Context: an optimization exercise on an open-source flow, tuned for a short achievable clock period and few clock cycles. The choices shown serve that exercise and are no tape-out recipe. At most, simulation tests tie the RTL to the original design; equivalence was not proved. The RTL of runs 1 to 3 was laid out without a check of its function. Power is estimated from default activity; no workload was simulated.

==> design/flow/design.v <==
`timescale 1ns/100ps
module regFile (
    input  logic        clk,
    input  logic [4:0]  rdIdxA,
    input  logic [4:0]  rdIdxB,
    input  logic [4:0]  wrIdx,
    input  logic [31:0] wrData,
    input  logic        wrEn,
    output logic [31:0] rdDataA,
    output logic [31:0] rdDataB
);
    logic [31:0] regs [1:31];
    always_ff @(posedge clk) begin
        if (wrEn && (wrIdx != 5'd0)) begin
            regs[wrIdx] <= wrData;
        end
    end
    assign rdDataA = (rdIdxA == 5'd0) ? 32'd0 : regs[rdIdxA];
    assign rdDataB = (rdIdxB == 5'd0) ? 32'd0 : regs[rdIdxB];
endmodule
`timescale 1ns/100ps
module fetchDecode (
    input  logic [31:0] instr,
    input  logic [31:0] pc,
    output logic        predTaken,
    output logic [31:0] target
);
    logic isBranch;
    logic sameRegs;
    logic [31:0] immB;
    assign isBranch = (instr[6:0] == 7'b1100011);
    assign sameRegs = (instr[19:15] == instr[24:20]);
    assign immB = {{19{instr[31]}}, instr[31], instr[7], instr[30:25], instr[11:8], 1'b0};
    assign predTaken = isBranch && (immB != 32'd4) &&
                       (((instr[14:12] == 3'b000) && sameRegs) ||
                        ((instr[14:12] == 3'b001) && !sameRegs));
    logic [13:0] lo;
    logic [18:0] hi;
    logic [18:0] hiUp;
    logic [18:0] hiDown;
    ksAdd #(.W(13)) lowAdd_i (
        .a(pc[12:0]),
        .b(immB[12:0]),
        .cin(1'b0),
        .sum(lo[12:0]),
        .cout(lo[13])
    );
    incDec #(.W(19), .down(1'b0)) up_i (.a(pc[31:13]), .y(hiUp));
    incDec #(.W(19), .down(1'b1)) down_i (.a(pc[31:13]), .y(hiDown));
    assign hi = (lo[13] == immB[12]) ? pc[31:13] : (lo[13] ? hiUp : hiDown);
    assign target = {hi, lo[12:0]};
endmodule
`timescale 1ns/100ps
module executeStage (
    input  logic [31:0] a,
    input  logic [31:0] b,
    input  logic [31:0] shA,        
    input  logic [4:0]  shamt,
    input  logic        doSub,      
    input  logic        selSum,     
    input  logic        selSlt,
    input  logic        selSltu,
    input  logic        selXor,
    input  logic        selOr,
    input  logic        selAnd,
    input  logic        selSll,
    input  logic        selSr,      
    input  logic        arith,      
    output logic [31:0] sum,
    output logic [31:0] result,
    output logic        eq
);
    logic [31:0] bx;
    logic lt;
    logic ltu;
    logic [31:0] sll;
    logic [31:0] sr;
    logic signed [32:0] srIn;
    assign bx = doSub ? ~b : b;
    ksAdd #(.W(32)) adder_i (
        .a(a),
        .b(bx),
        .cin(doSub),
        .sum(sum),
        .cout()
    );
    assign lt = (a[31] ^ b[31]) ? a[31] : sum[31];
    assign ltu = (a[31] ^ b[31]) ? b[31] : sum[31];
    assign sll = shA << shamt;
    assign srIn = {arith & shA[31], shA};
    assign sr = 32'(srIn >>> shamt);
    assign eq = (a == b);
    assign result = ({32{selSum}} & sum) |
                    ({32{selXor}} & (a ^ b)) |
                    ({32{selOr}} & (a | b)) |
                    ({32{selAnd}} & (a & b)) |
                    ({32{selSll}} & sll) |
                    ({32{selSr}} & sr) |
                    {31'd0, (selSlt & lt) | (selSltu & ltu)};
endmodule
module ksAdd #(
    parameter int W = 32
) (
    input  logic [W-1:0] a,
    input  logic [W-1:0] b,
    input  logic         cin,
    output logic [W-1:0] sum,
    output logic         cout
);
    localparam int L = $clog2(W);
    logic [W-1:0] gen [L+1];
    logic [W-1:0] prop [L+1];
    logic [W-1:0] p0;
    always_comb begin
        p0 = a ^ b;
        gen[0] = a & b;
        prop[0] = p0;
        gen[0][0] = (a[0] & b[0]) | (p0[0] & cin);
        for (int l = 0; l < L; l++) begin
            for (int i = 0; i < W; i++) begin
                if (i >= (1 << l)) begin
                    gen[l+1][i] = gen[l][i] | (prop[l][i] & gen[l][i - (1 << l)]);
                    prop[l+1][i] = prop[l][i] & prop[l][i - (1 << l)];
                end else begin
                    gen[l+1][i] = gen[l][i];
                    prop[l+1][i] = prop[l][i];
                end
            end
        end
    end
    assign sum = p0 ^ {gen[L][W-2:0], cin};
    assign cout = gen[L][W-1];
endmodule
module incDec #(
    parameter int W = 30,
    parameter bit down = 1'b0
) (
    input  logic [W-1:0] a,
    output logic [W-1:0] y
);
    assign y[0] = ~a[0];
    for (genvar i = 1; i < W; i++) begin : bitG
        if (down) begin : dnG
            assign y[i] = a[i] ^ ~(|a[i-1:0]);
        end else begin : upG
            assign y[i] = a[i] ^ (&a[i-1:0]);
        end
    end
endmodule
`timescale 1ns/100ps
module memWriteback (
    input  logic        isLoadW,
    input  logic [31:0] resW,
    input  logic [31:0] dcacheDout,
    output logic [31:0] wrData
);
    assign wrData = isLoadW ? dcacheDout : resW;
endmodule
`timescale 1ns/100ps
module riscvCore (
    input  logic            clk,
    input  logic            reset,
    input  logic            stall,
    input  logic [31:0]     icacheDout,
    input  logic [31:0]     dcacheDout,
    output logic [31:0]     icacheAddr,
    output logic            icacheRe,
    output logic [31:0]     dcacheAddr,
    output logic [3:0]      dcacheWe,
    output logic            dcacheRe,
    output logic [31:0]     dcacheDin
);
    localparam logic [31:0] resetVector = 32'h0000_1000;
    localparam logic [6:0] opReg = 7'b0110011;
    localparam logic [6:0] opImm = 7'b0010011;
    localparam logic [6:0] opLui = 7'b0110111;
    localparam logic [6:0] opLoad = 7'b0000011;
    localparam logic [6:0] opStore = 7'b0100011;
    localparam logic [6:0] opBranch = 7'b1100011;
    logic [31:0] pcF;
    logic [31:0] pcF2;
    logic        vF2;
    logic        hitF2;
    logic        holdV;
    logic [31:0] holdI;
    logic        vD;
    logic [31:0] instrD;
    logic [31:0] pcD;
    logic        hitD;
    logic        vE;
    logic        isLoadE;
    logic        isStoreE;
    logic        isBrE;
    logic        brNeE;
    logic        brEqE;
    logic        writesE;
    logic [4:0]  rdE;
    logic [31:0] opAE;
    logic [31:0] opBE;
    logic [31:0] opCE;
    logic [31:0] shAE;
    logic [4:0]  shamtE;
    logic        ldCE;
    logic        doSubE;
    logic        selSumE;
    logic        selSltE;
    logic        selSltuE;
    logic        selXorE;
    logic        selOrE;
    logic        selAndE;
    logic        selSllE;
    logic        selSrE;
    logic        arithE;
    logic        predE;
    logic        off4E;
    logic [31:0] redirE;
    logic        writesM;
    logic        isLoadM;
    logic [4:0]  rdM;
    logic [31:0] resM;
    logic [31:0] addrM;
    logic [31:0] dinM;
    logic        weM;
    logic        reM;
    logic        writesW;
    logic        isLoadW;
    logic [4:0]  rdW;
    logic [31:0] resW;
    localparam int btbN = 8;
    logic [btbN-1:0] btbV;
    logic [29:0] btbTag [btbN];
    logic [29:0] btbTgt [btbN];
    logic [2:0]  btbPtr;
    logic        btbWr;
    logic [29:0] btbWrTag;
    logic [29:0] btbWrTgt;
    logic        hitF1;
    logic [29:0] hitTgtF1;
    always_comb begin
        hitF1 = 1'b0;
        hitTgtF1 = '0;
        for (int i = 0; i < btbN; i++) begin
            if (btbV[i] && (btbTag[i] == pcF[31:2])) begin
                hitF1 = 1'b1;
                hitTgtF1 = hitTgtF1 | btbTgt[i];
            end
        end
    end
    assign icacheAddr = pcF;
    assign icacheRe = 1'b1;
    logic [31:0] instrF2;
    assign instrF2 = holdV ? holdI : icacheDout;
    logic [6:0] opD;
    logic [2:0] f3D;
    logic [4:0] rs1D;
    logic [4:0] rs2D;
    logic [4:0] rdD;
    logic isRegD;
    logic isImmD;
    logic isLuiD;
    logic isLoadD;
    logic isStoreD;
    logic isBrD;
    logic writesD;
    logic useAD;
    logic useBD;
    logic [31:0] immID;
    logic [31:0] immSD;
    logic [31:0] immUD;
    logic [31:0] immBD;
    assign opD = instrD[6:0];
    assign f3D = instrD[14:12];
    assign rs1D = instrD[19:15];
    assign rs2D = instrD[24:20];
    assign rdD = instrD[11:7];
    assign isRegD = (opD == opReg);
    assign isImmD = (opD == opImm);
    assign isLuiD = (opD == opLui);
    assign isLoadD = (opD == opLoad);
    assign isStoreD = (opD == opStore);
    assign isBrD = (opD == opBranch);
    assign writesD = (isRegD || isImmD || isLuiD || isLoadD) && (rdD != 5'd0);
    assign useAD = isRegD || isImmD || isLoadD || isStoreD || isBrD;
    assign useBD = isRegD || isBrD;
    logic isShiftD;
    assign isShiftD = (isRegD || isImmD) && (f3D[1:0] == 2'b01);
    assign immID = {{20{instrD[31]}}, instrD[31:20]};
    assign immSD = {{20{instrD[31]}}, instrD[31:25], instrD[11:7]};
    assign immUD = {instrD[31:12], 12'b0};
    assign immBD = {{19{instrD[31]}}, instrD[31], instrD[7], instrD[30:25], instrD[11:8], 1'b0};
    logic        predD;
    logic [31:0] takenPcD;
    logic [31:0] seqPcD;
    logic [29:0] pcDInc;
    fetchDecode fetchDecode_i (
        .instr(instrD),
        .pc(pcD),
        .predTaken(predD),
        .target(takenPcD)
    );
    incDec #(.W(30)) pcDInc_i (.a(pcD[31:2]), .y(pcDInc));
    assign seqPcD = {pcDInc, pcD[1:0]};
    logic [31:0] rfA;
    logic [31:0] rfB;
    logic [31:0] wrData;
    logic        rfWe;
    regFile regFile_i (
        .clk(clk),
        .rdIdxA(rs1D),
        .rdIdxB(rs2D),
        .wrIdx(rdW),
        .wrData(wrData),
        .wrEn(rfWe),
        .rdDataA(rfA),
        .rdDataB(rfB)
    );
    memWriteback memWriteback_i (
        .isLoadW(isLoadW),
        .resW(resW),
        .dcacheDout(dcacheDout),
        .wrData(wrData)
    );
    assign rfWe = writesW && !stall;
    logic aInE, aInM, aInW;
    logic bInE, bInM, bInW;
    assign aInE = vE && writesE && (rdE == rs1D);
    assign aInM = writesM && (rdM == rs1D);
    assign aInW = writesW && (rdW == rs1D);
    assign bInE = vE && writesE && (rdE == rs2D);
    assign bInM = writesM && (rdM == rs2D);
    assign bInW = writesW && (rdW == rs2D);
    logic [31:0] valA;
    logic [31:0] valB;
    assign valA = aInM ? resM : (aInW ? wrData : rfA);
    assign valB = bInM ? resM : (bInW ? wrData : rfB);
    logic hazD;
    assign hazD = vD && (
        (useAD && ((aInE && isLoadE) || (!aInE && aInM && isLoadM))) ||
        (useBD && ((bInE && isLoadE) || (!bInE && bInM && isLoadM))) ||
        (isStoreD && bInE && isLoadE));
    logic [31:0] aX;
    logic [31:0] bX;
    logic [31:0] cX;
    logic [31:0] sumX;
    logic [31:0] resX;
    logic        eqX;
    logic        takenX;
    logic        mispX;
    assign aX = opAE;
    assign bX = opBE;
    assign cX = ldCE ? dcacheDout : opCE;
    executeStage executeStage_i (
        .a(aX),
        .b(bX),
        .shA(shAE),
        .shamt(shamtE),
        .doSub(doSubE),
        .selSum(selSumE),
        .selSlt(selSltE),
        .selSltu(selSltuE),
        .selXor(selXorE),
        .selOr(selOrE),
        .selAnd(selAndE),
        .selSll(selSllE),
        .selSr(selSrE),
        .arith(arithE),
        .sum(sumX),
        .result(resX),
        .eq(eqX)
    );
    assign takenX = (brEqE && eqX) || (brNeE && !eqX);
    assign mispX = vE && isBrE && (takenX != predE) && !off4E;
    logic dGo;
    logic dRedir;
    logic [31:0] dTgt;
    assign dGo = vD && !hazD;
    assign dRedir = dGo && (predD != hitD);
    assign dTgt = predD ? takenPcD : seqPcD;
    logic [31:0] pcSeq;
    logic [29:0] pcFInc;
    incDec #(.W(30)) pcFInc_i (.a(pcF[31:2]), .y(pcFInc));
    assign pcSeq = hitF1 ? {hitTgtF1, 2'b00} : {pcFInc, pcF[1:0]};
    always_ff @(posedge clk) begin
        if (reset) begin
            pcF <= resetVector;
        end else if (!stall) begin
            if (mispX) begin
                pcF <= redirE;
            end else if (dRedir) begin
                pcF <= dTgt;
            end else if (!hazD) begin
                pcF <= pcSeq;
            end
        end
    end
    always_ff @(posedge clk) begin
        if (reset) begin
            vF2 <= 1'b0;
            holdV <= 1'b0;
            vD <= 1'b0;
            vE <= 1'b0;
            btbV <= '0;
            btbPtr <= '0;
            btbWr <= 1'b0;
            writesM <= 1'b0;
            weM <= 1'b0;
            reM <= 1'b0;
            writesW <= 1'b0;
        end else if (!stall) begin
            if (btbWr) begin
                btbV[btbPtr] <= 1'b1;
                btbPtr <= btbPtr + 3'd1;
            end
            btbWr <= !mispX && dRedir && predD;
            if (mispX || dRedir) begin
                vF2 <= 1'b0;
                holdV <= 1'b0;
                vD <= 1'b0;
            end else if (hazD) begin
                holdV <= 1'b1;
            end else begin
                holdV <= 1'b0;
                vD <= vF2;
                vF2 <= 1'b1;
            end
            vE <= dGo && !mispX;
            writesM <= vE && writesE;
            weM <= vE && isStoreE;
            reM <= vE && isLoadE;
            writesW <= writesM;
        end
    end
    always_ff @(posedge clk) begin
        if (!stall) begin
            if (btbWr) begin
                btbTag[btbPtr] <= btbWrTag;
                btbTgt[btbPtr] <= btbWrTgt;
            end
            btbWrTag <= pcD[31:2];
            btbWrTgt <= takenPcD[31:2];
            holdI <= instrF2;
            if (!hazD) begin
                pcF2 <= pcF;
                hitF2 <= hitF1;
                instrD <= instrF2;
                pcD <= pcF2;
                hitD <= hitF2;
            end
            isLoadE <= isLoadD;
            isStoreE <= isStoreD;
            isBrE <= isBrD;
            brEqE <= (f3D == 3'b000);
            brNeE <= (f3D == 3'b001);
            writesE <= writesD;
            rdE <= rdD;
            opAE <= (useAD && (rs1D != 5'd0) && aInE) ? resX :
                    (!useAD || rs1D == 5'd0) ? 32'd0 : valA;
            opBE <= (useBD && (rs2D != 5'd0) && bInE) ? resX :
                    isRegD || isBrD ? ((rs2D == 5'd0) ? 32'd0 : valB) :
                    isStoreD ? immSD :
                    isLuiD ? immUD : immID;
            shAE <= !isShiftD ? 32'd0 :
                    ((rs1D != 5'd0) && aInE) ? resX :
                    (rs1D == 5'd0) ? 32'd0 : valA;
            shamtE <= !isShiftD ? 5'd0 :
                      isImmD ? rs2D :
                      ((rs2D != 5'd0) && bInE) ? resX[4:0] :
                      (rs2D == 5'd0) ? 5'd0 : valB[4:0];
            opCE <= ((rs2D != 5'd0) && bInE) ? resX :
                    (rs2D == 5'd0) ? 32'd0 : valB;
            ldCE <= (rs2D != 5'd0) && !bInE && bInM && isLoadM;
            doSubE <= (isRegD && (f3D == 3'b000) && instrD[30]) ||
                      ((isRegD || isImmD) && (f3D == 3'b010 || f3D == 3'b011));
            selSumE <= !(isRegD || isImmD) || (f3D == 3'b000);
            selSltE <= (isRegD || isImmD) && (f3D == 3'b010);
            selSltuE <= (isRegD || isImmD) && (f3D == 3'b011);
            selXorE <= (isRegD || isImmD) && (f3D == 3'b100);
            selOrE <= (isRegD || isImmD) && (f3D == 3'b110);
            selAndE <= (isRegD || isImmD) && (f3D == 3'b111);
            selSllE <= (isRegD || isImmD) && (f3D == 3'b001);
            selSrE <= (isRegD || isImmD) && (f3D == 3'b101);
            arithE <= instrD[30];
            predE <= predD;
            off4E <= (immBD == 32'd4);
            redirE <= predD ? seqPcD : takenPcD;
            isLoadM <= isLoadE;
            rdM <= rdE;
            resM <= resX;
            addrM <= sumX;
            dinM <= cX;
            isLoadW <= isLoadM;
            rdW <= rdM;
            resW <= resM;
        end
    end
    assign dcacheAddr = addrM;
    assign dcacheWe = {4{weM}};
    assign dcacheRe = reM;
    assign dcacheDin = dinM;
endmodule
==> design/flow/flow/run.sh <==
#!/bin/bash
set -euo pipefail
bash standard.sh SETUP_SLACK_MARGIN=6 finish > make.log 2>&1
==> design/flow/standard.sh <==
#!/bin/bash
# synth_recipe.tcl (not shown) runs the flow's synth.tcl, then flattens the netlist and writes it again
# the make line also repeats each setting of config.mk as NAME=value (left out here)
make -C /OpenROAD-flow-scripts/flow DESIGN_CONFIG=/design/flow/config.mk WORK_HOME=/design/flow/orfs CLKGATE_MAP_FILE= SYNTH_SCRIPT=/design/flow/synth_recipe.tcl "${@:-finish}"
==> design/flow/config.mk <==
export PLATFORM = sky130hd
export DESIGN_NAME = riscvCore
export DESIGN_NICKNAME = riscvCore
export VERILOG_FILES = /design/flow/design.v
export SDC_FILE = /design/flow/constraint.sdc
export NUM_CORES = 4
export LEC_CHECK = 0
export ABC_CLOCK_PERIOD_IN_PS = 2500
export CAP_MARGIN = 20
export CORE_MARGIN = 2
export CORE_UTILIZATION = 40
export SETUP_SLACK_MARGIN = 5
export SLEW_MARGIN = 20
==> design/flow/constraint.sdc <==
create_clock -name core_clock -period 9.0 [get_ports {clk}]
set_input_delay 1.8000 -clock core_clock [delete_from_list [all_inputs] [get_ports {clk}]]
set_output_delay 1.8000 -clock core_clock [all_outputs]
set_load 0.01 [all_outputs]
==> results of run 1 <==
==> report_power, final <==
part / leakage [nW] / internal, mW / total [mW] / switching [mW]
sequential: 18.8 / 10.8 / 11.1 / 0.287
clock: 3.43 / 5.10 / 9.01 / 3.92
combinational: 19.4 / 1.59 / 3.62 / 2.02
==> cell families after synthesis <==
logic type | after synthesis
AOI/OAI and AO/OA | 1060
xor gates and xnor gates | 414
adders and majority gates | 122
buffers and inverters | 641
DFF | 2053
muxes | 943
other | 1
and+or+nand+nor | 1139
==> synth_stat cells (71+ instances only) <==
cell | number | share of area
inv_1 | 164 | 0.0062
ha_1 | 120 | 0.015
a211oi_1 | 111 | 0.0084
xor2_1 | 120 | 0.011
a22oi_1 | 71 | 0.0054
nand3_1 | 79 | 0.0040
nor2_1 | 378 | 0.014
a21oi_1 | 240 | 0.012
clkbuf_1 | 268 | 0.010
edfxtp_1 | 1991 | 0.60
mux4_2 | 624 | 0.14
o21ai_0 | 245 | 0.012
mux2_2 | 113 | 0.013
buf_2 | 92 | 0.0047
nand4_1 | 94 | 0.0059
xnor2_1 | 294 | 0.026
buf_1 | 74 | 0.0028
nand2_1 | 254 | 0.0096
mux2i_1 | 205 | 0.021
==> per-stage QoR <==
stage | hold WS (ns) | setup WS [ns] | instance area [um^2] | power [mW] | TNS [ns]
floorplan | 0.400 | -0.740 | 99000 | 12.7 | -90.48
global placement | 0.401 | 3.96 | 104000 | 13.7 | 0
detailed placement | 0.405 | 3.96 | 104000 | 13.8 | 0
CTS | 0.389 | 5.48 | 122000 | 23.5 | 0
global route | 0.404 | 5.20 | 125000 | 24.3 | 0
finish | 0.384 | 5.28 | 125000 | 23.7 | 0
==> area by class of cell <==
cell class                      count  area, um^2  share of cell area
Timing Repair inverter              5        37.5            0.000300
Multi-Input combinational cell   3691       40400               0.322
Tap cell                         3220        4030              0.0322
Clock buffer                      254        5490              0.0438
Sequential cell                  2053       61100               0.488
Timing Repair Buffer              984       11800              0.0946
Inverter                          168         676             0.00540
Clock inverter                    139        1610              0.0128
Antenna cell                        8        20.0            0.000160
==> worst max-delay path, cell delays in order, from the launching register on <==
cell and delay [ns]:
edfxtp_1 0.37, buf_6 0.16, buf_6 0.14, buf_16 0.14
xor2_1 0.16, ha_2 0.33, a211oi_2 0.24, o21ai_2 0.13
a221oi_2 0.32, o21bai_2 0.13, a21oi_2 0.23, mux2i_2 0.36
a221o_2 0.41, nor2_2 0.07, a211oi_2 0.27
==> routing by layer <==
layer	vias up	global-route usage
met4	8	0.142
met3	926	0.0638
met5	-	0
li1	27111	-
met2	4630	0.424
met1	35012	0.389
==> timing repair <==
item	4_1_cts	5_1_grt
setup buffers	471	127
endpoints found under the setup margin	2502	1169
gates cloned	76	8
resized for setup	1725	338
pin swaps	315	209
==> worst paths after layout <==
kind / start / endpoint / slack, ns / depth (start not counted)
hold / removal: pcF2[20] / pcD[20] / 0.38 / 0
setup reg to reg: doSubE / opCE[13] / 5.28 / 14
hold reg to reg: pcF2[20] / pcD[20] / 0.38 / 0
setup / recovery: doSubE / opCE[13] / 5.28 / 14
==> cell usage in the layout (no fill, tap or decap), drive strengths merged, types with 26 or more instances in the layout <==
cell,netlist,routed
clkdlybuf4s50,0,63
nor3,59,59
xor2,120,120
xnor2,294,294
a211oi,111,111
mux4,624,624
dfxtp,62,62
clkbuf,268,263
inv,164,163
a21oi,242,244
clkinv,4,101
a222oi,62,62
nand4,94,94
ha,120,120
nor2b,38,38
nand2,254,254
edfxtp,1991,1991
a22oi,71,71
and3,36,40
nor4,43,43
buf,205,889
nand3,79,80
o211ai,39,39
o21ai,257,257
mux2,114,116
mux2i,205,205
o22ai,26,26
nor2,378,379
a221oi,43,43
and4,29,29
==> metrics.cfg, run 1 <==
[cts]
cts_tree=yes
cts_buffers=209
path_clk_slew_ns=0.06
htreeDepth=4
cts_sinks=2053
clockBufferDepth=3
hold_buffers=0
root_buffer=clkbuf_16
insertion_delay_ns=0.90

[global_routing]
grt_pass1_wl_um=505000
antenna_found_initial=21
grt_overflow=0
gr-usage-all-layers=0.283
grt_pass1_vias=64424
grt_max_degree=86

[sta]
finalHoldViolations=0
rsz0062_at_grt=true
final.period_utilization=0.414
slew_violations=0
max_freq_mhz=269
worstMarginPinSlew_ns=1.23
clock_skew_ns=0.108
min_period_ns=3.72
setup_viol=0
slew_headroom=0.180

[route]
wl_per_cell_um=34.8
drt_iter0_markers=10588
route.detailed.drc=0
route.met2.wl_um=162000
drt_wl_total_um=366000
dr.pass1.iters=8
vias_per_cell=6.43
topRoutingLayerUsed=met5
drt-met1-wl_um=138000
ant_nets=0
wl_met3_um=43000
vias=67687

[die]
rows=182
start_util=0.402
die_area_um2=251000
fp.dieW_um=501
die_h_um=501
num_io_pins=169
design.core.area_um2=246000

[finish]
top_register=regFile_i.regs
area_delta_synth_final_pct=26.7
fin_cells=10522
nNetsFinal=7301
largestRegisters=regFile_i.regs: 992 flops, btbTag: 240 flops, btbTgt: 240 flops
fillers=19723
largest_reg_flops=992
final_util=0.509
drive_gt1_frac=0.376

[power_and_ir_drop]
vdd_drop_max_uv=224
p_leak_nw=41.7
power_density_nw_per_um2=189

[synth]
syn_avg_cell_area_um2=15.5
synth-main-ff-cell=edfxtp_1
synth_compound_area_frac=0.0712
synthAdderAreaFrac=0.0156
syn_area_um2=98800
ys_ff_latch=2053
synth_cell_type_count=91
synthMuxAreaShare=0.176
async_reset_ff_frac=0
yosysSeqAreaShare=0.617
synth_top_family_by_area=multiplexers
synth_simple_gate_area_frac=0.0561
synth-xor-area-share=0.0367
yosys_warnings=8
synth_cells=6373
syn_nets=6562
synth_edf_count=1991

[worst_setup_path]
cp-end-kind=register
cp-start-kind=register
cp_data_required_time_ns=9.64
crit_fanout=7
worstSetupPathType=register to register
arrival_ns=4.36

[flow_run]
cap_violations=0

[outcome]
status=finished clean

[hold_path]
min_path_type=register to register

[place]
portBuffers=167
gp_congestion=0.973
dp.cells=9438
place_hpwl_um=203000

==> run 2, diff against run 1 <==
--- a/design/flow/design.v
+++ b/design/flow/design.v
@@ -57,6 +57,6 @@
     input  logic [31:0] shA,        
     input  logic [4:0]  shamt,
-    input  logic        doSub,      
-    input  logic        selSum,     
+    input  logic        selAdd,     
+    input  logic        selSub,
     input  logic        selSlt,
     input  logic        selSltu,
@@ -71,5 +71,5 @@
     output logic        eq
 );
-    logic [31:0] bx;
+    logic [31:0] diff;
     logic lt;
     logic ltu;
@@ -77,19 +77,26 @@
     logic [31:0] sr;
     logic signed [32:0] srIn;
-    assign bx = doSub ? ~b : b;
     ksAdd #(.W(32)) adder_i (
         .a(a),
-        .b(bx),
-        .cin(doSub),
+        .b(b),
+        .cin(1'b0),
         .sum(sum),
         .cout()
     );
-    assign lt = (a[31] ^ b[31]) ? a[31] : sum[31];
-    assign ltu = (a[31] ^ b[31]) ? b[31] : sum[31];
+    ksAdd #(.W(32)) subtractor_i (
+        .a(a),
+        .b(~b),
+        .cin(1'b1),
+        .sum(diff),
+        .cout()
+    );
+    assign lt = (a[31] ^ b[31]) ? a[31] : diff[31];
+    assign ltu = (a[31] ^ b[31]) ? b[31] : diff[31];
     assign sll = shA << shamt;
     assign srIn = {arith & shA[31], shA};
     assign sr = 32'(srIn >>> shamt);
     assign eq = (a == b);
-    assign result = ({32{selSum}} & sum) |
+    assign result = ({32{selAdd}} & sum) |
+                    ({32{selSub}} & diff) |
                     ({32{selXor}} & (a ^ b)) |
                     ({32{selOr}} & (a | b)) |
@@ -182,4 +189,6 @@
     logic        vF2;
     logic        hitF2;
+    logic        takF2;
+    logic [2:0]  idxF2;
     logic        holdV;
     logic [31:0] holdI;
@@ -188,4 +197,6 @@
     logic [31:0] pcD;
     logic        hitD;
+    logic        takD;
+    logic [2:0]  idxD;
     logic        vE;
     logic        isLoadE;
@@ -202,6 +213,6 @@
     logic [4:0]  shamtE;
     logic        ldCE;
-    logic        doSubE;
-    logic        selSumE;
+    logic        selAddE;
+    logic        selSubE;
     logic        selSltE;
     logic        selSltuE;
@@ -213,4 +224,6 @@
     logic        arithE;
     logic        predE;
+    logic        hitE;
+    logic [2:0]  idxE;
     logic        off4E;
     logic [31:0] redirE;
@@ -235,12 +248,21 @@
     logic [29:0] btbWrTag;
     logic [29:0] btbWrTgt;
+    logic [3:0]  btbCnt [btbN];
+    logic [3:0]  btbTrip [btbN];
+    logic [btbN-1:0] btbTripV;
     logic        hitF1;
+    logic        takF1;
+    logic [2:0]  idxF1;
     logic [29:0] hitTgtF1;
     always_comb begin
         hitF1 = 1'b0;
+        takF1 = 1'b0;
+        idxF1 = '0;
         hitTgtF1 = '0;
         for (int i = 0; i < btbN; i++) begin
             if (btbV[i] && (btbTag[i] == pcF[31:2])) begin
                 hitF1 = 1'b1;
+                takF1 = takF1 | !(btbTripV[i] && (btbCnt[i] == btbTrip[i]));
+                idxF1 = idxF1 | 3'(i);
                 hitTgtF1 = hitTgtF1 | btbTgt[i];
             end
@@ -355,6 +377,6 @@
         .shA(shAE),
         .shamt(shamtE),
-        .doSub(doSubE),
-        .selSum(selSumE),
+        .selAdd(selAddE),
+        .selSub(selSubE),
         .selSlt(selSltE),
         .selSltu(selSltuE),
@@ -375,10 +397,12 @@
     logic [31:0] dTgt;
     assign dGo = vD && !hazD;
-    assign dRedir = dGo && (predD != hitD);
-    assign dTgt = predD ? takenPcD : seqPcD;
+    logic fpD;
+    assign fpD = (hitD && predD) ? takD : predD;
+    assign dRedir = dGo && (fpD != (hitD && takD));
+    assign dTgt = fpD ? takenPcD : seqPcD;
     logic [31:0] pcSeq;
     logic [29:0] pcFInc;
     incDec #(.W(30)) pcFInc_i (.a(pcF[31:2]), .y(pcFInc));
-    assign pcSeq = hitF1 ? {hitTgtF1, 2'b00} : {pcFInc, pcF[1:0]};
+    assign pcSeq = takF1 ? {hitTgtF1, 2'b00} : {pcFInc, pcF[1:0]};
     always_ff @(posedge clk) begin
         if (reset) begin
@@ -412,5 +436,5 @@
                 btbPtr <= btbPtr + 3'd1;
             end
-            btbWr <= !mispX && dRedir && predD;
+            btbWr <= !mispX && dRedir && predD && !hitD;
             if (mispX || dRedir) begin
                 vF2 <= 1'b0;
@@ -433,7 +457,20 @@
     always_ff @(posedge clk) begin
         if (!stall) begin
+            if (vE && isBrE && hitE) begin
+                if (takenX) begin
+                    if (btbCnt[idxE] != 4'hF) begin
+                        btbCnt[idxE] <= btbCnt[idxE] + 4'd1;
+                    end
+                end else begin
+                    btbTrip[idxE] <= btbCnt[idxE];
+                    btbTripV[idxE] <= 1'b1;
+                    btbCnt[idxE] <= 4'd0;
+                end
+            end
             if (btbWr) begin
                 btbTag[btbPtr] <= btbWrTag;
                 btbTgt[btbPtr] <= btbWrTgt;
+                btbCnt[btbPtr] <= 4'd1;
+                btbTripV[btbPtr] <= 1'b0;
             end
             btbWrTag <= pcD[31:2];
@@ -443,7 +480,11 @@
                 pcF2 <= pcF;
                 hitF2 <= hitF1;
+                takF2 <= takF1;
+                idxF2 <= idxF1;
                 instrD <= instrF2;
                 pcD <= pcF2;
                 hitD <= hitF2;
+                takD <= takF2;
+                idxD <= idxF2;
             end
             isLoadE <= isLoadD;
@@ -470,7 +511,6 @@
                     (rs2D == 5'd0) ? 32'd0 : valB;
             ldCE <= (rs2D != 5'd0) && !bInE && bInM && isLoadM;
-            doSubE <= (isRegD && (f3D == 3'b000) && instrD[30]) ||
-                      ((isRegD || isImmD) && (f3D == 3'b010 || f3D == 3'b011));
-            selSumE <= !(isRegD || isImmD) || (f3D == 3'b000);
+            selSubE <= isRegD && (f3D == 3'b000) && instrD[30];
+            selAddE <= !(isRegD || isImmD) || ((f3D == 3'b000) && !(isRegD && instrD[30]));
             selSltE <= (isRegD || isImmD) && (f3D == 3'b010);
             selSltuE <= (isRegD || isImmD) && (f3D == 3'b011);
@@ -481,7 +521,9 @@
             selSrE <= (isRegD || isImmD) && (f3D == 3'b101);
             arithE <= instrD[30];
-            predE <= predD;
+            predE <= fpD;
+            hitE <= hitD && predD;
+            idxE <= idxD;
             off4E <= (immBD == 32'd4);
-            redirE <= predD ? seqPcD : takenPcD;
+            redirE <= fpD ? seqPcD : takenPcD;
             isLoadM <= isLoadE;
             rdM <= rdE;
==> design/flow/flow/run.sh (replaced) <==
#!/bin/bash
set -euo pipefail
bash standard.sh ADDER_MAP_FILE= SETUP_SLACK_MARGIN=6.2 finish > make.log 2>&1
==> run 2 against run 1 <==
Effect of this change: sequential cell count is 87 higher; die area up 4.4%; hold slack better by 0.010 ns; highest routed layer unchanged; via count rose by 8.6%; still clean; register-to-register slack worse by 0.14 ns; critical endpoint is now pcF[7]; non-clock buffer count up 180; critical path type unchanged; maximum frequency down 3.6%; first-iteration DRC count grew 3.5%.
==> metrics.cfg, run 2 <==
[synth]
synth_largest_area_cell=edfxtp_1
synth_cells=6917  ; +8.5%
yosys_warnings=8  ; unchanged
syn_nets=6984  ; +6.4%
synth_cell_type_count=98  ; +7.7%
syn_avg_cell_area_um2=14.9  ; -3.8%
synth_edf_count=2043  ; +2.6%
yosysSeqAreaShare=0.613  ; -0.00429
syn_area_um2=103000  ; +4.4%
synth_area_leaders=edfxtp_1 59%, mux4_2 14%, xnor2_1 3.2%
ys_top_cells_by_count=2043 x edfxtp_1, 627 x mux4_2, 549 x nor2_1, 374 x xnor2_1, 347 x nand2_1
synth-main-ff-cell=edfxtp_1
ys_ff_latch=2140  ; +4.2%
async_reset_ff_frac=0  ; unchanged
synth_most_common_cell=edfxtp_1
synth.top_cell.area_share=0.594  ; -0.0105

[sta]
rsz0062_at_grt=true
worstMarginPinSlew_ns=1.16  ; -0.0648 ns
slew_headroom=0.224  ; +0.0441
max_freq_mhz=259  ; -3.6%
min_period_ns=3.86  ; +0.138 ns
whs_ns=0.394  ; +0.0102 ns
fin_tns_setup_ns=0  ; unchanged
final.period_utilization=0.429  ; +0.0154
setup_viol=0  ; unchanged
slew_violations=0  ; unchanged
clock_skew_ns=0.0893  ; -0.0185 ns
finalHoldViolations=0  ; unchanged

[place]
portBuffers=167  ; unchanged
place_hpwl_um=224000  ; +10%
gp_congestion=0.946  ; -2.7%

[route]
dr.pass1.iters=5  ; -3
vias_per_cell=6.46  ; +0.41%
ant_nets=0  ; unchanged
vias=73535  ; +8.6%
drt_iter0_markers=10961  ; +3.5%
route.detailed.drc=0  ; unchanged
drt_wl_total_um=397000  ; +8.3%
wl_per_cell_um=34.9  ; +0.14%

[global_routing]
grt.busiest_layer=met2
grt_max_degree=123  ; +43%
grt.met1_usage=0.411  ; +0.0216
gr-usage-all-layers=0.294  ; +0.0103
antenna_found_initial=22  ; +4.8%
grt_pass1_wl_um=548000  ; +8.6%
use_met2=0.443  ; +0.0189
grt_overflow=0  ; unchanged
use_met3=0.0701  ; +0.00628
grt_pass1_vias=69998  ; +8.7%

[hold_path]
min_path_type=register to register

[finish]
nNetsFinal=7868  ; +7.8%
multi_input_area_um2=43500  ; +7.9%
top_register=regFile_i.regs
drive_gt1_frac=0.380  ; +0.00400
largestRegisters=regFile_i.regs: 992 flops, btbTag: 240 flops, btbTgt: 240 flops
regArea_um2=63400  ; +3.7%
area_delta_synth_final_pct=28.8
final_cell_mix=2043 x edfxtp_1, 627 x mux4_2, 541 x buf_4
final_common_cell=edfxtp_1
fillers=20676  ; +4.8%
largest_reg_flops=992  ; unchanged

[worst_setup_path]
crit_slowest_cell=edfxtp_1
crit_top_cell=buf_12
max_stage_delay_ns=0.54  ; +0.13 ns
path_cells=xor2_1 -> nor3_4 -> nand3_1 -> o31a_1 -> o21a_4 -> or4_4 -> buf_6 -> a21oi_4 -> buf_12 -> buf_12 -> buf_16 -> nor2_1 -> a311oi_1
crit_fanout=8  ; +1
crit_family=simple AND/OR/NAND/NOR gates
cp-start-kind=register
path_buf_inv=4  ; +1
cp-end-kind=register
worstSetupPathType=register to register
cp_data_required_time_ns=9.79  ; +0.15 ns
arrival_ns=4.65  ; +0.29 ns

[die]
num_io_pins=169  ; unchanged
start_util=0.402  ; about the same
design.core.area_um2=257000  ; +4.4%
die_h_um=512  ; +2.2%
rows=186  ; +2.2%
die_area_um2=262000  ; +4.4%
fp.dieW_um=512  ; +2.2%

[cts]
clockBufferDepth=3  ; unchanged
cts_tree=yes
hold_buffers=0  ; unchanged
cts_buffers=223  ; +6.7%
htreeDepth=4  ; unchanged
path_clk_slew_ns=0.06  ; about the same
insertion_delay_ns=0.92  ; +0.02 ns
cts_sinks=2140  ; +4.2%
root_buffer=clkbuf_16

[outcome]
status=finished clean

[flow_run]
cap_violations=0  ; unchanged

[power_and_ir_drop]
power_density_nw_per_um2=191  ; +0.86%
p_leak_nw=44.1  ; +5.6%
vdd_drop_max_uv=222  ; -1.1%
power_mw=25.4  ; +7.1%

[run 2: cell count changes after synthesis, sizes merged, moves of 60 or more]
cell / before / now
nor2: 378 / 551
ha: 120 / 0
nand2: 254 / 347
xnor2: 294 / 380
inv: 164 / 83
clkbuf: 268 / 342
a21oi: 242 / 314
o21ai: 257 / 193
a222oi: 62 / 2
[run 2: path summary, 6_finish.rpt]
path	slack, ns	end	cells after the start	start
setup / recovery	5.14	pcF[7]	13	opAE[26]
setup reg to reg	5.14	pcF[7]	13	opAE[26]
hold reg to reg	0.39	pcD[23]	0	pcF2[23]
hold / removal	0.39	pcD[23]	0	pcF2[23]
[run 2: repair_timing]
| item | in CTS | in global routing |
|---|---|---|
| endpoints found under the setup margin | 2282 | 1311 |
| hold endpoints to repair | 0 | 0 |
| pin swaps | 284 | 182 |
| buffers inserted | 603 | 165 |
| cloned | 85 | 11 |
| gates resized for setup | 1907 | 325 |
[run 2: metrics by stage]
stage                     setup slack [ns]  utilization  area [um^2]  cells
final                                 5.14        0.518       133000  11384
after global placement                3.86        0.424       109000  10096
after global routing                  5.09        0.518       133000  11378
after CTS                             5.21        0.505       130000  11201
after detailed placement              3.87        0.424       109000  10096
after floorplan                       3.99            -       103000   6917
[run 2: logic make-up (layout without fill, tap and decap cells)]
kind of cell / Yosys count / in the layout / share of synthesized area
other: 1 / 8 / 0.0000363
and+or+nand+nor: 1466 / 1474 / 0.0671
AOI/OAI and AO/OA: 1172 / 1172 / 0.0761
DFF: 2140 / 2140 / 0.613
adders and majority gates: 42 / 42 / 0.00412
xor gates and xnor gates: 508 / 508 / 0.0436
muxes: 978 / 984 / 0.172
buffers and inverters: 610 / 1672 / 0.0236
[run 2: metal layers]
| metal | vias to the layer above | share of wire |
|---|---|---|
| met5 | - | 0.000058 |
| met4 | 4 | 0.049 |
| met2 | 5053 | 0.44 |
| met1 | 38238 | 0.39 |
| met3 | 843 | 0.12 |
| li1 | 29397 | - |
[run 2: report_power, final]
part	switching (mW)	leakage, nW	internal (mW)
Clock	4.13	3.65	5.49
Combinational	2.36	20.8	1.86
Sequential	0.310	19.6	11.2
[run 2: final cells by class]
type,instances,share of cell area
timing repair buffer,1164,0.103
sequential,2140,0.477
antenna,7,0.000132
clock buffer,285,0.0447
clock inverter,132,0.0122
tap,3384,0.0319
inverter,86,0.00280
multi-input combinational,4181,0.328
timing repair inverter,5,0.000546
==> run 3, diff against run 2 <==
--- a/design/flow/design.v
+++ b/design/flow/design.v
@@ -312,11 +312,18 @@
     assign immBD = {{19{instrD[31]}}, instrD[31], instrD[7], instrD[30:25], instrD[11:8], 1'b0};
     logic        predD;
+    logic        predF2;
     logic [31:0] takenPcD;
     logic [31:0] seqPcD;
     logic [29:0] pcDInc;
+    fetchDecode fetchDecodeF2_i (
+        .instr(instrF2),
+        .pc(pcF2),
+        .predTaken(predF2),
+        .target()
+    );
     fetchDecode fetchDecode_i (
         .instr(instrD),
         .pc(pcD),
-        .predTaken(predD),
+        .predTaken(),
         .target(takenPcD)
     );
@@ -356,9 +363,37 @@
     assign valA = aInM ? resM : (aInW ? wrData : rfA);
     assign valB = bInM ? resM : (bInW ? wrData : rfB);
+    logic hazReg;
     logic hazD;
-    assign hazD = vD && (
-        (useAD && ((aInE && isLoadE) || (!aInE && aInM && isLoadM))) ||
-        (useBD && ((bInE && isLoadE) || (!bInE && bInM && isLoadM))) ||
-        (isStoreD && bInE && isLoadE));
+    assign hazD = vD && hazReg;
+    logic [31:0] nxI;
+    logic [4:0]  nxRs1;
+    logic [4:0]  nxRs2;
+    logic        nxUseA;
+    logic        nxUseB;
+    logic        nxStore;
+    logic        nxEWr;
+    logic        nxELd;
+    logic        nxMWr;
+    logic        nxMLd;
+    logic        nxAE, nxAM, nxBE, nxBM;
+    logic        hazNext;
+    assign nxI = hazD ? instrD : instrF2;
+    assign nxRs1 = nxI[19:15];
+    assign nxRs2 = nxI[24:20];
+    assign nxUseA = (nxI[6:0] == opReg) || (nxI[6:0] == opImm) || (nxI[6:0] == opLoad) ||
+                    (nxI[6:0] == opStore) || (nxI[6:0] == opBranch);
+    assign nxUseB = (nxI[6:0] == opReg) || (nxI[6:0] == opBranch);
+    assign nxStore = (nxI[6:0] == opStore);
+    assign nxEWr = !hazD && vD && writesD;
+    assign nxELd = nxEWr && isLoadD;
+    assign nxMWr = vE && writesE;
+    assign nxMLd = nxMWr && isLoadE;
+    assign nxAE = nxEWr && (rdD == nxRs1);
+    assign nxAM = nxMWr && (rdE == nxRs1);
+    assign nxBE = nxEWr && (rdD == nxRs2);
+    assign nxBM = nxMWr && (rdE == nxRs2);
+    assign hazNext = (nxUseA && ((nxAE && nxELd) || (!nxAE && nxAM && nxMLd))) ||
+                     (nxUseB && ((nxBE && nxELd) || (!nxBE && nxBM && nxMLd))) ||
+                     (nxStore && nxBE && nxELd);
     logic [31:0] aX;
     logic [31:0] bX;
@@ -485,7 +520,9 @@
                 pcD <= pcF2;
                 hitD <= hitF2;
+                predD <= predF2;
                 takD <= takF2;
                 idxD <= idxF2;
             end
+            hazReg <= hazNext;
             isLoadE <= isLoadD;
             isStoreE <= isStoreD;
==> run 3 against run 2 <==
Effect of this change: still clean on timing, DRC and antenna; clock skew is 0.0092 ns higher; register-to-register slack improved by 0.18 ns; critical path depth unchanged; die area is 0.33% higher; cell count grew 2.3%; non-clock buffer count up 222; sequential share of layout area fell by 1.0 points; total power is 1.4% higher; clock-buffer cell count decreased by 6; global-route usage fell by 0.52 points; sequential cell count up 2; combinational power increased by 11%; critical endpoint is now opBE[21]; largest cell class unchanged.
==> metrics.cfg, run 3 <==
[worst_setup_path]
worstSetupPathDepth=13  ; unchanged
max_stage_delay_ns=0.50  ; -0.04 ns
arrival_ns=4.28  ; -0.37 ns
worstSetupPathType=register to register
path_buf_inv=2  ; -2
crit_top_cell=buf_4
cp-start-kind=register
crit_slowest_cell=a221o_2
cp-end-kind=register
cp_data_required_time_ns=9.61  ; -0.18 ns
path_cells=buf_4 -> buf_4 -> nand2b_1 -> maj3_1 -> a21oi_1 -> o21ai_1 -> nand3_4 -> nor2_4 -> maj3_2 -> xnor2_2 -> a221o_2 -> o211a_4 -> a21o_1
crit_family=compound AO/OA/AOI/OAI gates
r2r-start=opAE[16]
rr_worst_depth=13  ; unchanged
crit_fanout=6  ; -2
reg2reg_setup_slack_ns=5.32  ; +0.18 ns
r2r-end=opBE[21]

[finish]
fillers=20194  ; -2.3%
area_delta_synth_final_pct=31.3
final_common_cell=edfxtp_1
drive_gt1_frac=0.406  ; +0.0262
top_register=regFile_i.regs
nNetsFinal=8133  ; +3.4%
fin_cells=11650  ; +2.3%
fin_area_um2=136000  ; +2.3%
largestRegisters=regFile_i.regs: 992 flops, btbTag: 240 flops, btbTgt: 240 flops
largest_reg_flops=992  ; unchanged
final_cell_mix=2045 x edfxtp_1, 666 x buf_4, 627 x mux4_2

[die]
start_util=0.403  ; +0.000596
fp.dieW_um=513  ; +0.16%
num_io_pins=169  ; unchanged
rows=186  ; unchanged
design.core.area_um2=257000  ; +0.18%
die_area_um2=263000  ; +0.33%
die_h_um=513  ; +0.16%

[synth]
synth_cells=6978  ; +0.88%
ys_ff_latch=2142  ; +0.093%
yosys_warnings=8  ; unchanged
syn_area_um2=104000  ; +0.33%
syn_avg_cell_area_um2=14.8  ; -0.55%
synth_cell_type_count=104  ; +6.1%
synth_largest_area_cell=edfxtp_1
synth_area_leaders=edfxtp_1 59%, mux4_2 14%, xnor2_1 3.1%
synth.top_cell.area_share=0.593  ; -0.00137
async_reset_ff_frac=0  ; unchanged
syn_nets=7045  ; +0.87%
ys_top_cells_by_count=2045 x edfxtp_1, 627 x mux4_2, 556 x nor2_1, 370 x xnor2_1, 328 x clkbuf_1
synth_most_common_cell=edfxtp_1
synth_edf_count=2045  ; +0.098%
synth-main-ff-cell=edfxtp_1
yosysSeqAreaShare=0.612  ; -0.00143

[power_and_ir_drop]
power_density_nw_per_um2=189  ; -0.94%
vdd_drop_max_uv=227  ; +2.4%
p_leak_nw=46.0  ; +4.4%

[place]
place_hpwl_um=214000  ; -4.7%
gp_congestion=0.951  ; +0.55%
portBuffers=167  ; unchanged
dp.cells=10147  ; +0.51%
dpl-instance-area_um2=109000  ; +0.33%
dp_slack_ns=3.61  ; -0.257 ns

[route]
vias=74600  ; +1.4%
ant_nets=0  ; unchanged
route.detailed.drc=0  ; unchanged
drt_iter0_markers=11353  ; +3.6%
wl_per_cell_um=33.8  ; -2.9%
vias_per_cell=6.40  ; -0.87%
drt_wl_total_um=394000  ; -0.65%
dr.pass1.iters=6  ; +1

[global_routing]
use_met3=0.0627  ; -0.00739
grt.busiest_layer=met2
grt_max_degree=173  ; +41%
use_met2=0.433  ; -0.00922
grt_pass1_wl_um=540000  ; -1.3%
grt_pass1_vias=70550  ; +0.79%
grt_overflow=0  ; unchanged
antenna_found_initial=23  ; +4.5%
grt.met1_usage=0.403  ; -0.00787
gr-usage-all-layers=0.288  ; -0.00519

[sta]
max_freq_mhz=272  ; +5.0%
slew_headroom=0.242  ; +0.0180
final.period_utilization=0.409  ; -0.0203
min_period_ns=3.68  ; -0.183 ns
layout_setup_ws_ns=5.32  ; +0.183 ns
rsz0062_at_grt=true
setup_viol=0  ; unchanged
fin_tns_setup_ns=0  ; unchanged
finalHoldViolations=0  ; unchanged
worstMarginPinSlew_ns=1.14  ; -0.0270 ns
clock_skew_ns=0.0985  ; +0.00924 ns
slew_violations=0  ; unchanged

[hold_path]
hold_end=pcD[29]
min_path_type=register to register
hold_start=pcF2[29]
hold_depth=0  ; unchanged

[cts]
cts_tree=yes
cts_sinks=2142  ; +0.093%
path_clk_slew_ns=0.06  ; about the same
clockBufferDepth=3  ; unchanged
htreeDepth=4  ; unchanged
cts_buffers=223  ; unchanged
hold_buffers=0  ; unchanged
root_buffer=clkbuf_16
insertion_delay_ns=0.95  ; +0.03 ns

[flow_run]
cap_violations=0  ; unchanged

[outcome]
status=finished clean

==> run 3: changes by cell type in the layout (fill, tap and decap cells not counted), moves of 16 or more <==
| cell | change |
|---|---|
| buf_4 | +125 |
| buf_6 | +68 |
| nand4_1 | -38 |
| inv_1 | +31 |
| a211oi_1 | -30 |
| xnor2_1 | -29 |
| nand2_1 | -25 |
| xor2_1 | +25 |
| o21ai_1 | +21 |
| clkinv_2 | +19 |
| a21oi_2 | +16 |
==> run 3: logic make-up (layout without fill, tap and decap cells) <==
kind of cell               after synthesis  count (layout)  synth area share
AOI/OAI and AO/OA                     1177            1177            0.0753
DFF                                   2142            2142             0.612
muxes                                  973             980             0.171
and+or+nand+nor                       1437            1440            0.0657
other                                    1               6         0.0000362
adders and majority gates               50              50           0.00484
buffers and inverters                  662            1935            0.0259
xor gates and xnor gates               536             536            0.0455
==> run 3: where the power goes <==
group	internal, mW	switching, mW	leakage (nW)
clock network	5.27	4.18	3.60
registers	11.3	0.333	19.6
logic	2.15	2.54	22.8
==> run 3: metrics by stage <==
step | hold WS [ns] | util | power (mW)
final | 0.362 | 0.529 | 25.7
after global routing | 0.387 | 0.529 | 26.4
after CTS | 0.365 | 0.509 | 25.3
after detailed placement | 0.405 | 0.424 | 14.8
after global placement | 0.401 | 0.424 | 14.8
after floorplan | 0.400 | - | 13.6
==> run 3: repair_timing <==
action	CTS	global route
pin swaps	306	319
cloned	86	12
gates resized for setup	1927	567
setup endpoints to repair	2297	827
buffers inserted	734	246
==> run 3: layout make-up <==
type	count	area, um^2	area share
flip-flops and latches	2142	63500	0.467
multi-input cells	4184	44400	0.326
repair buffers	1386	15900	0.117
clock buffers	279	5870	0.0432
well taps	3384	4230	0.0311
clock inverters	141	1610	0.0118
inverters	122	524	0.00385
repair inverters	7	67.6	0.000497
diodes	5	12.5	0.0000920
==> run 3: worst max-delay path by stage <==
| stage | startpoint | end | slack, ns |
|---|---|---|---|
| after CTS | opAE[9] | opBE[29] | 5.42 |
| after detailed placement | stall | regFile_i.regs[23][0] | 3.61 |
| after global routing | opAE[16] | opBE[21] | 5.29 |
| after floorplan | stall | btbTag[4][0] | 3.64 |
| final | opAE[16] | opBE[21] | 5.32 |
| after global placement | stall | regFile_i.regs[23][2] | 3.68 |
==> run 3: metal layers <==
layer	part of all wire	wire length (um)
met4	0.056	22200
met3	0.12	48100
met5	0.00036	142
met1	0.38	149000
met2	0.44	175000
==> run 4, diff against run 3 <==
--- a/design/flow/design.v
+++ b/design/flow/design.v
@@ -39,5 +39,5 @@
     logic [18:0] hiUp;
     logic [18:0] hiDown;
-    ksAdd #(.W(13)) lowAdd_i (
+    ksAdd #(.W(13), .L(4)) lowAdd_i (
         .a(pc[12:0]),
         .b(immB[12:0]),
@@ -77,5 +77,5 @@
     logic [31:0] sr;
     logic signed [32:0] srIn;
-    ksAdd #(.W(32)) adder_i (
+    ksAdd #(.W(32), .L(5)) adder_i (
         .a(a),
         .b(b),
@@ -84,5 +84,5 @@
         .cout()
     );
-    ksAdd #(.W(32)) subtractor_i (
+    ksAdd #(.W(32), .L(5)) subtractor_i (
         .a(a),
         .b(~b),
@@ -107,5 +107,6 @@
 endmodule
 module ksAdd #(
-    parameter int W = 32
+    parameter int W = 32,
+    parameter int L = 5         
 ) (
     input  logic [W-1:0] a,
@@ -115,5 +116,4 @@
     output logic         cout
 );
-    localparam int L = $clog2(W);
     logic [W-1:0] gen [L+1];
     logic [W-1:0] prop [L+1];
@@ -141,4 +141,5 @@
 module incDec #(
     parameter int W = 30,
+    parameter int L = 5,        
     parameter bit down = 1'b0
 ) (
@@ -146,12 +147,18 @@
     output logic [W-1:0] y
 );
-    assign y[0] = ~a[0];
-    for (genvar i = 1; i < W; i++) begin : bitG
-        if (down) begin : dnG
-            assign y[i] = a[i] ^ ~(|a[i-1:0]);
-        end else begin : upG
-            assign y[i] = a[i] ^ (&a[i-1:0]);
+    logic [W-1:0] pre [L+1];
+    always_comb begin
+        pre[0] = down ? ~a : a;
+        for (int l = 0; l < L; l++) begin
+            for (int i = 0; i < W; i++) begin
+                if (i >= (1 << l)) begin
+                    pre[l+1][i] = pre[l][i] & pre[l][i - (1 << l)];
+                end else begin
+                    pre[l+1][i] = pre[l][i];
+                end
+            end
         end
     end
+    assign y = a ^ {pre[L][W-2:0], 1'b1};
 endmodule
 `timescale 1ns/100ps
@@ -227,4 +234,6 @@
     logic [2:0]  idxE;
     logic        off4E;
+    logic        mEqE;
+    logic        mNeE;
     logic [31:0] redirE;
     logic        writesM;
@@ -269,5 +278,6 @@
         end
     end
-    assign icacheAddr = pcF;
+    logic [31:0] pcOut;
+    assign icacheAddr = pcOut;
     assign icacheRe = 1'b1;
     logic [31:0] instrF2;
@@ -315,5 +325,5 @@
     logic [31:0] takenPcD;
     logic [31:0] seqPcD;
-    logic [29:0] pcDInc;
+    logic [29:0] pcF2Inc;
     fetchDecode fetchDecodeF2_i (
         .instr(instrF2),
@@ -328,6 +338,5 @@
         .target(takenPcD)
     );
-    incDec #(.W(30)) pcDInc_i (.a(pcD[31:2]), .y(pcDInc));
-    assign seqPcD = {pcDInc, pcD[1:0]};
+    incDec #(.W(30)) pcF2Inc_i (.a(pcF2[31:2]), .y(pcF2Inc));
     logic [31:0] rfA;
     logic [31:0] rfB;
@@ -427,5 +436,38 @@
     );
     assign takenX = (brEqE && eqX) || (brNeE && !eqX);
-    assign mispX = vE && isBrE && (takenX != predE) && !off4E;
+    assign mispX = eqX ? mEqE : mNeE;
+    logic [31:0] opAEn, opAEh;
+    logic [31:0] opBEn, opBEh;
+    logic [31:0] shAEn, shAEh;
+    logic [4:0]  shamtEn, shamtEh;
+    assign opAEn = (useAD && (rs1D != 5'd0) && aInE) ? resX :
+                   (!useAD || rs1D == 5'd0) ? 32'd0 : valA;
+    assign opBEn = (useBD && (rs2D != 5'd0) && bInE) ? resX :
+                   isRegD || isBrD ? ((rs2D == 5'd0) ? 32'd0 : valB) :
+                   isStoreD ? immSD :
+                   isLuiD ? immUD : immID;
+    assign shAEn = !isShiftD ? 32'd0 :
+                   ((rs1D != 5'd0) && aInE) ? resX :
+                   (rs1D == 5'd0) ? 32'd0 : valA;
+    assign shamtEn = !isShiftD ? 5'd0 :
+                     isImmD ? rs2D :
+                     ((rs2D != 5'd0) && bInE) ? resX[4:0] :
+                     (rs2D == 5'd0) ? 5'd0 : valB[4:0];
+    logic [31:0] pcDh;
+    logic        holdD;
+    assign holdD = stall || hazD;
+    logic [31:0] instrDh;
+    logic [31:0] addrMh;
+    logic [31:0] dinMh;
+    always_ff @(posedge clk) begin
+        instrD <= ({32{holdD}} & instrDh) | ({32{!holdD}} & instrF2);
+        addrM <= ({32{stall}} & addrMh) | ({32{!stall}} & sumX);
+        dinM <= ({32{stall}} & dinMh) | ({32{!stall}} & cX);
+        pcD <= ({32{holdD}} & pcDh) | ({32{!holdD}} & pcF2);
+        opAE <= ({32{stall}} & opAEh) | ({32{!stall}} & opAEn);
+        opBE <= ({32{stall}} & opBEh) | ({32{!stall}} & opBEn);
+        shAE <= ({32{stall}} & shAEh) | ({32{!stall}} & shAEn);
+        shamtE <= ({5{stall}} & shamtEh) | ({5{!stall}} & shamtEn);
+    end
     logic dGo;
     logic dRedir;
@@ -453,4 +495,17 @@
         end
     end
+    logic        pcLoad;
+    logic [31:0] pcOutNext;
+    assign pcLoad = mispX || dRedir || !hazD;
+    assign pcOutNext = ({32{mispX}} & redirE) |
+                       ({32{!mispX && dRedir}} & dTgt) |
+                       ({32{!mispX && !dRedir}} & pcSeq);
+    always_ff @(posedge clk) begin
+        if (reset) begin
+            pcOut <= resetVector;
+        end else if (!stall && pcLoad) begin
+            pcOut <= pcOutNext;
+        end
+    end
     always_ff @(posedge clk) begin
         if (reset) begin
@@ -459,4 +514,6 @@
             vD <= 1'b0;
             vE <= 1'b0;
+            mEqE <= 1'b0;
+            mNeE <= 1'b0;
             btbV <= '0;
             btbPtr <= '0;
@@ -484,4 +541,8 @@
             end
             vE <= dGo && !mispX;
+            mEqE <= dGo && !mispX && isBrD && (immBD != 32'd4) &&
+                    ((f3D == 3'b000) ? !fpD : fpD);
+            mNeE <= dGo && !mispX && isBrD && (immBD != 32'd4) &&
+                    ((f3D == 3'b001) ? !fpD : fpD);
             writesM <= vE && writesE;
             weM <= vE && isStoreE;
@@ -517,6 +578,7 @@
                 takF2 <= takF1;
                 idxF2 <= idxF1;
-                instrD <= instrF2;
-                pcD <= pcF2;
+                instrDh <= instrF2;
+                pcDh <= pcF2;
+                seqPcD <= {pcF2Inc, pcF2[1:0]};
                 hitD <= hitF2;
                 predD <= predF2;
@@ -532,17 +594,8 @@
             writesE <= writesD;
             rdE <= rdD;
-            opAE <= (useAD && (rs1D != 5'd0) && aInE) ? resX :
-                    (!useAD || rs1D == 5'd0) ? 32'd0 : valA;
-            opBE <= (useBD && (rs2D != 5'd0) && bInE) ? resX :
-                    isRegD || isBrD ? ((rs2D == 5'd0) ? 32'd0 : valB) :
-                    isStoreD ? immSD :
-                    isLuiD ? immUD : immID;
-            shAE <= !isShiftD ? 32'd0 :
-                    ((rs1D != 5'd0) && aInE) ? resX :
-                    (rs1D == 5'd0) ? 32'd0 : valA;
-            shamtE <= !isShiftD ? 5'd0 :
-                      isImmD ? rs2D :
-                      ((rs2D != 5'd0) && bInE) ? resX[4:0] :
-                      (rs2D == 5'd0) ? 5'd0 : valB[4:0];
+            opAEh <= opAEn;
+            opBEh <= opBEn;
+            shAEh <= shAEn;
+            shamtEh <= shamtEn;
             opCE <= ((rs2D != 5'd0) && bInE) ? resX :
                     (rs2D == 5'd0) ? 32'd0 : valB;
@@ -566,6 +619,6 @@
             rdM <= rdE;
             resM <= resX;
-            addrM <= sumX;
-            dinM <= cX;
+            addrMh <= sumX;
+            dinMh <= cX;
             isLoadW <= isLoadM;
             rdW <= rdM;
==> design/flow/run.sh (new file) <==
#!/bin/bash
# synth_recipe.tcl (not shown) runs the flow's synth.tcl, then flattens the netlist and writes it again
# the make line also repeats each setting of config.mk as NAME=value (left out here)
make -C /OpenROAD-flow-scripts/flow DESIGN_CONFIG=/design/flow/config.mk WORK_HOME=/design/flow/orfs CLKGATE_MAP_FILE= SYNTH_SCRIPT=/design/flow/synth_recipe.tcl finish
removed: design/flow/flow/run.sh
removed: design/flow/standard.sh
==> run 4 against run 3 <==
Effect of this change: area after synthesis rose by 9.3%; setup slack got worse by 0.49 ns; cell count is 2.6% higher; via count up 0.21%; final area down 4.0%; sequential power is 12% higher; critical path depth shrank 3; core utilization is 6.6 points lower; non-clock buffer count is 917 lower; critical endpoint is now opBE[3]; still clean on timing, DRC and antenna; clock-buffer cell count is 75 higher; total power increased by 8.1%; global-route usage down 2.8 points.
==> metrics.cfg, run 4 <==
[power_and_ir_drop]
power_density_nw_per_um2=213  ; +13%
power_switching_mw=7.41  ; +5.1%
seq_power_share=0.469  ; +0.018
swShare=0.267  ; -0.00749
power_frac_clock=0.393  ; +0.026
intPower_mw=20.4  ; +9.2%
comb_power_share=0.138  ; -0.044
vdd_drop_max_uv=162  ; -29%
p_leak_nw=44.0  ; -4.2%
power_mw=27.8  ; +8.1%

[global_routing]
grt_pass1_vias=71762  ; +1.7%
grt_pass1_wl_um=540000  ; about the same
gr-usage-all-layers=0.260  ; -0.0280
grt_overflow=0  ; unchanged
grt_max_degree=89  ; -49%
antenna_found_initial=25  ; +8.7%

[outcome]
status=finished clean

[finish]
largest_reg_flops=992  ; unchanged
top_register=regFile_i.regs
largestRegisters=regFile_i.regs: 992 flops, btbTag: 240 flops, btbTgt: 240 flops
drive_gt1_frac=0.222  ; -0.185
nNetsFinal=8179  ; +0.57%
final_common_cell=edfxtp_1
area_delta_synth_final_pct=15.3
final_cell_mix=2073 x edfxtp_1, 581 x mux4_2, 533 x nand2_1
fin_area_um2=131000  ; -4.0%

[flow_run]
cap_violations=0  ; unchanged

[synth]
synth_edf_count=2073  ; +1.4%
synth_area_leaders=edfxtp_1 55%, mux4_2 12%, dfxtp_1 6.2%
ys_top_cells_by_count=2073 x edfxtp_1, 581 x mux4_2, 537 x nand2_1, 483 x nor2_1, 350 x dfxtp_1
synthMuxAreaShare=0.163  ; -0.00793
synth.top_cell.area_share=0.550  ; -0.0429
synth-xor-area-share=0.0351  ; -0.0104
yosys_warnings=14  ; +6
synth_compound_area_frac=0.0817  ; +0.00640
synthAdderAreaFrac=0.0139  ; +0.00909
synth_simple_gate_area_frac=0.0664  ; +0.000708
syn_area_um2=113000  ; +9.3%
synth_cells=7764  ; +11%
ys_ff_latch=2423  ; +13%
synth-main-ff-cell=edfxtp_1
async_reset_ff_frac=0  ; unchanged
synth_cell_type_count=106  ; +1.9%
synth_largest_area_cell=edfxtp_1
synth_top_family_by_area=multiplexers
yosysSeqAreaShare=0.612  ; about the same
syn_nets=7954  ; +13%
synth_most_common_cell=edfxtp_1
syn_avg_cell_area_um2=14.6  ; -1.8%

[route]
vias_per_cell=6.25  ; -2.3%
drt_iter0_markers=10760  ; -5.2%
drt_wl_total_um=385000  ; -2.3%
vias=74755  ; +0.21%
route.detailed.drc=0  ; unchanged
ant_nets=0  ; unchanged
dr.pass1.iters=6  ; unchanged
wl_per_cell_um=32.2  ; -4.8%

[die]
die_h_um=536  ; +4.5%
die_area_um2=287000  ; +9.2%
fp.dieW_um=536  ; +4.5%
design.core.area_um2=282000  ; +9.6%
rows=195  ; +4.8%
start_util=0.402  ; -0.00115
num_io_pins=169  ; unchanged

[cts]
cts_buffers=267  ; +20%
htreeDepth=5  ; +1
cts_sinks=2423  ; +13%
root_buffer=clkbuf_16
hold_buffers=0  ; unchanged
path_clk_slew_ns=0.06  ; about the same
insertion_delay_ns=0.90  ; -0.05 ns
cts_tree=yes
clockBufferDepth=4  ; +1

[sta]
worstMarginPinSlew_ns=1.29  ; +0.149 ns
finalHoldViolations=0  ; unchanged
min_period_ns=4.17  ; +0.493 ns
clock_skew_ns=0.0738  ; -0.0247 ns
slew_headroom=0.120  ; -0.122
rsz0062_at_grt=true
fin_tns_setup_ns=0  ; unchanged
setup_viol=0  ; unchanged
slew_violations=0  ; unchanged
max_freq_mhz=240  ; -12%
final.period_utilization=0.463  ; +0.0548

[worst_setup_path]
worstSetupPathType=register to register
r2r-start=shamtE[3]
cp-start-kind=register
reg2reg_setup_slack_ns=4.83  ; -0.49 ns
rr_worst_depth=10  ; -3
cp_data_required_time_ns=9.84  ; +0.23 ns
cp-end-kind=register
r2r-end=opBE[3]
arrival_ns=5.01  ; +0.73 ns
crit_fanout=56  ; +50

[hold_path]
hold_start=shAEh[6]
hold_depth=2  ; +2
min_path_type=register to register
hold_end=shAE[6]

[place]
place_hpwl_um=248000  ; +16%
portBuffers=167  ; unchanged
gp_congestion=0.944  ; -0.75%
dpl-instance-area_um2=119000  ; +9.2%

## run 4: cell types whose count changed after synthesis, moves of 49 or more
cell / before / now
buf_4: 11 / 65
ha_1: 0 / 118
dfxtp_1: 97 / 350
xnor2_1: 370 / 307
a222oi_1: 0 / 76
maj3_1: 49 / 0
inv_1: 115 / 193
mux2_2: 104 / 243
nand2_1: 316 / 537
nor2_1: 556 / 483
## run 4: cell families (layout without fill, tap and decap cells)
| logic type | after synthesis | count (layout) |
|---|---|---|
| xor gates and xnor gates | 453 | 453 |
| adders and majority gates | 123 | 123 |
| muxes | 1087 | 1087 |
| and+or+nand+nor | 1618 | 1619 |
| other | 1 | 11 |
| buffers and inverters | 716 | 1150 |
| AOI/OAI and AO/OA | 1343 | 1343 |
| DFF | 2423 | 2423 |
## run 4: area by class of cell
| cell class | instances | area [um^2] |
|---|---|---|
| inverters | 202 | 810 |
| clock buffers | 354 | 7230 |
| repair buffers | 469 | 4800 |
| clock inverters | 125 | 1390 |
| diodes | 10 | 25.0 |
| flip-flops and latches | 2423 | 69300 |
| multi-input cells | 4626 | 42200 |
| well taps | 3743 | 4680 |
| fillers | 24400 | 151000 |
## run 4: power by group through the flow
stage | Combinational, mW | Sequential, mW | Clock (mW)
finish | 3.85 | 13.0 | 10.9
global route | 4.02 | 13.1 | 11.5
CTS | 3.69 | 13.1 | 11.0
detailed placement | 3.45 | 13.3 | 0
global placement | 3.43 | 13.3 | 0
floorplan | 2.16 | 13.1 | 0
## run 4: worst max-delay path, stage by stage, from the launching register on
cell      delay (ns)
dfxtp_1         0.32
buf_4           0.31
inv_2           0.67
a21oi_1         0.13
o21ai_0         0.18
a21boi_0        0.55
mux2i_1         0.22
o21ai_0         0.79
a211oi_1        0.20
a31oi_1         0.47
mux2_2          0.28
## run 4: worst max-delay path by stage
stage / startpoint / endpoint / slack [ns]
6_report: shamtE[3] / opBE[3] / 4.83
2_1_floorplan: stall / btbTag[0][0] / 4.37
5_1_grt: opBE[6] / opBE[0] / 4.78
3_5_place_dp: opAE[18] / shAEh[31] / 3.85
3_3_place_gp: instrD[20] / opBE[28] / 2.96
4_1_cts: opAE[21] / pcF[12] / 4.92
## run 4: metal layers
metal / wire length, um / share of wire / vias to the layer above / GRT usage
li1: - / - / 30955 / -
met1: 155000 / 0.40 / 38900 / 0.365
met2: 177000 / 0.46 / 4215 / 0.404
met3: 37200 / 0.097 / 681 / 0.0468
met4: 15800 / 0.041 / 4 / 0.0965
met5: 26 / 0.000067 / - / 0
## run 4: timing repair
action                                  4_1_cts  5_1_grt
setup buffers                                61       39
pin swaps                                    31       22
endpoints found under the setup margin      547      508
gates cloned                                  8        4
resized for setup                           207      117
## run 4: per-stage QoR
| stage | instances | hold WS [ns] | setup WS (ns) | utilization |
|---|---|---|---|---|
| 2_1_floorplan | 7764 | 0.400 | 4.37 | - |
| 3_3_place_gp | 11350 | 0.408 | 2.96 | 0.423 |
| 4_1_cts | 11899 | 0.414 | 4.92 | 0.460 |
| 3_5_place_dp | 11351 | 0.407 | 3.85 | 0.423 |
| 6_report | 11952 | 0.413 | 4.83 | 0.463 |
| 5_1_grt | 11946 | 0.438 | 4.78 | 0.463 |
Testbench counts of run 4, summed over its fixed seeds: cycles 59,124.

afterwards: timing with drivers on the ports:
The results above use ideal ports. As a check the final layouts listed here were re-extracted and re-timed, cells and wires unchanged.
Step 1 (the two cells are an assumption about what drives the block):
set clk [get_ports {clk}]
set_driving_cell -lib_cell sky130_fd_sc_hd__clkbuf_16 $clk
set_driving_cell -lib_cell sky130_fd_sc_hd__buf_2 [delete_from_list [all_inputs] $clk]
Step 2 adds t to the input delays and takes it off the output delays; t is the mean of the earliest and latest rising clock arrival at the registers after step 1. Input paths then give back, and output paths get back, about the clock's delay inside the block.
a / b / c = no drivers / after step 1 / after step 2; a / b = the first two.
run | t, ns | setup slack, ns | hold slack, ns
run 1 | 0.942 | 5.278 / 5.278 / 4.571 | 0.384 / 0.384 / 0.384
run 2 | 0.968 | 5.140 / 5.140 / 4.523 | 0.394 / 0.394 / 0.394
run 3 | 0.986 | 5.322 / 5.322 / 4.463 | 0.362 / 0.362 / 0.362
run 4 | 0.962 | 4.829 / 4.829 / 4.189 | 0.413 / 0.413 / 0.413
After both steps setup and hold are still met in every run listed. The setup slack of run 3, which loses most, moves by 0.000 ns with the drivers and by -0.859 ns with both steps.
